This is an optimization exercise on Yosys and OpenROAD, whose aim is small area, not a production implementation.
At most, simulation tests tie the RTL to the original design; equivalence was not proved.

// user_stream_adder_c0
module user_stream_adder_c0
#(
  parameter int          AXI_DATA_BITS  = 512,
  parameter int          AXIL_DATA_BITS = 64,
  parameter int          AXI_ADDR_BITS  = 64,
  parameter int          PID_BITS       = 6,
  parameter logic [63:0] ID_VALUE       = ID_VALUE_DEF
) (
  input  logic                          aclk,
  input  logic                          areset,
  input  logic [AXI_ADDR_BITS-1:0]      axi_ctrl_awaddr,
  input  logic                          axi_ctrl_awvalid,
  output logic                          axi_ctrl_awready,
  input  logic [AXIL_DATA_BITS-1:0]     axi_ctrl_wdata,
  input  logic [AXIL_DATA_BITS/8-1:0]   axi_ctrl_wstrb,
  input  logic                          axi_ctrl_wvalid,
  output logic                          axi_ctrl_wready,
  output logic [1:0]                    axi_ctrl_bresp,
  output logic                          axi_ctrl_bvalid,
  input  logic                          axi_ctrl_bready,
  input  logic [AXI_ADDR_BITS-1:0]      axi_ctrl_araddr,
  input  logic                          axi_ctrl_arvalid,
  output logic                          axi_ctrl_arready,
  output logic [AXIL_DATA_BITS-1:0]     axi_ctrl_rdata,
  output logic [1:0]                    axi_ctrl_rresp,
  output logic                          axi_ctrl_rvalid,
  input  logic                          axi_ctrl_rready,
  input  logic [AXI_DATA_BITS-1:0]      s_axis_host_sink_tdata,
  input  logic [AXI_DATA_BITS/8-1:0]    s_axis_host_sink_tkeep,
  input  logic [PID_BITS-1:0]           s_axis_host_sink_tid,
  input  logic                          s_axis_host_sink_tlast,
  input  logic                          s_axis_host_sink_tvalid,
  output logic                          s_axis_host_sink_tready,
  output logic [AXI_DATA_BITS-1:0]      m_axis_host_src_tdata,
  output logic [AXI_DATA_BITS/8-1:0]    m_axis_host_src_tkeep,
  output logic [PID_BITS-1:0]           m_axis_host_src_tid,
  output logic                          m_axis_host_src_tlast,
  output logic                          m_axis_host_src_tvalid,
  input  logic                          m_axis_host_src_tready
);
Size: roughly 1,400 flip-flops, about 57,000 sq um of cells after synthesis.
clock: 5.0 ns
lec_check: 0
cap_margin: 20
core_margin: 2
core_utilization: 40
slew_margin: 20
run.sh (not shown) runs the stock make flow with config.mk's settings and CLKGATE_MAP_FILE= SYNTH_SCRIPT=/design/flow/synth_recipe.tcl, a recipe that flattens the netlist after the stock synthesis.
The baseline did not get past I/O pin placement (3_2_place_iop), error PPL-0024.
Edit:
- CORE_UTILIZATION: 40 -> 65
- CTS_BUF_LIST: not set -> sky130_fd_sc_hd__clkbuf_8
=> The new run stopped in I/O pin placement (3_2_place_iop) (PPL-0024). Synthesized cell count does not change. Area after synthesis does not change.
No functional check of the RTL was part of any run of this note.

* * *

Setup of pepper:
Another version of the RTL of user_stream_adder_c0 (not shown whole).
Size: about 1500 I/O pins, about 66000 um^2 of cells after synthesis.
Settings: LEC_CHECK=0, CAP_MARGIN=20, CORE_AREA=2 2 198 798, CTS_BUF_LIST=sky130_fd_sc_hd__clkbuf_8, DIE_AREA=0 0 200 800, SLEW_MARGIN=20; clock period 5.0 ns.
standard.sh (not shown) runs the stock make flow with config.mk's settings and CLKGATE_MAP_FILE= SYNTH_SCRIPT=/design/flow/synth_recipe.tcl, a recipe that flattens the netlist after the stock synthesis.
==> flow/flow/run.sh <==
#!/bin/bash
# Standard ORFS layout (the standard.sh), with the port buffers made of
# the smallest buffer cell instead of the default delay-buffer choice.
set -euo pipefail
export BUFFER_PORTS_ARGS="-buffer_cell sky130_fd_sc_hd__buf_1"
bash standard.sh synth > synth.log 2>&1
bash standard.sh finish > finish.log 2>&1
pepper finished all stages; the layout is clean.
[inputs] cedar vs pepper
==> flow/run.sh (new file) <==
#!/bin/bash
# synth_recipe.tcl (not shown) runs the flow's synth.tcl, then flattens the netlist and writes it again
# the make line also repeats each setting of config.mk as NAME=value (left out here)
make -C /OpenROAD-flow-scripts/flow DESIGN_CONFIG=/design/flow/config.mk WORK_HOME=/design/flow/orfs CLKGATE_MAP_FILE= SYNTH_SCRIPT=/design/flow/synth_recipe.tcl finish
removed: flow/flow/run.sh
removed: flow/standard.sh
### Flow results
- Summary of the comparison: total routing usage reported by global routing is higher in cedar, relative to pepper.
- cedar vs pepper — clock skew dropped 41 ps.
- Of cedar and pepper, the run reporting the higher length of the first detailed-routing pass in iterations was cedar.
- From pepper to cedar the numbers moved as follows: sequential share of layout area went down, routed wire length went up, core occupancy in the finished layout went up, worst setup slack went down.

## afterwards: timing with drivers on the ports
In the flow no input, the clock included, has a driving cell. The finished layouts below were timed again as built, in two steps. Step 1 sets driving cells, clkbuf_16 on the clock port and buf_2 on the other inputs (assumed; they add their load-dependent delay and slew). Step 2, shift: input delay + t, output delay - t, t = (earliest + latest rising clock arrival at the registers) / 2. This alone moves slack from input paths to output paths. Three values: no drivers, after step 1, after step 2; two values: the first two.
| run | t (ns) | slack for setup (ns) | worst slew at a driven data input, ns | pins driven straight from the clock port |
|---|---|---|---|---|
| pepper | 1.022 | 0.318 / 0.318 / 0.284 | 0.36 | 1 |
| cedar | 1.012 | 0.228 / 0.228 / -0.002 | 0.32 | 1 |
Met with ideal ports but missed after step 2: setup timing in cedar. For cedar, which loses most, drivers alone change the setup slack by 0.000 ns; drivers and shift together by -0.230 ns.
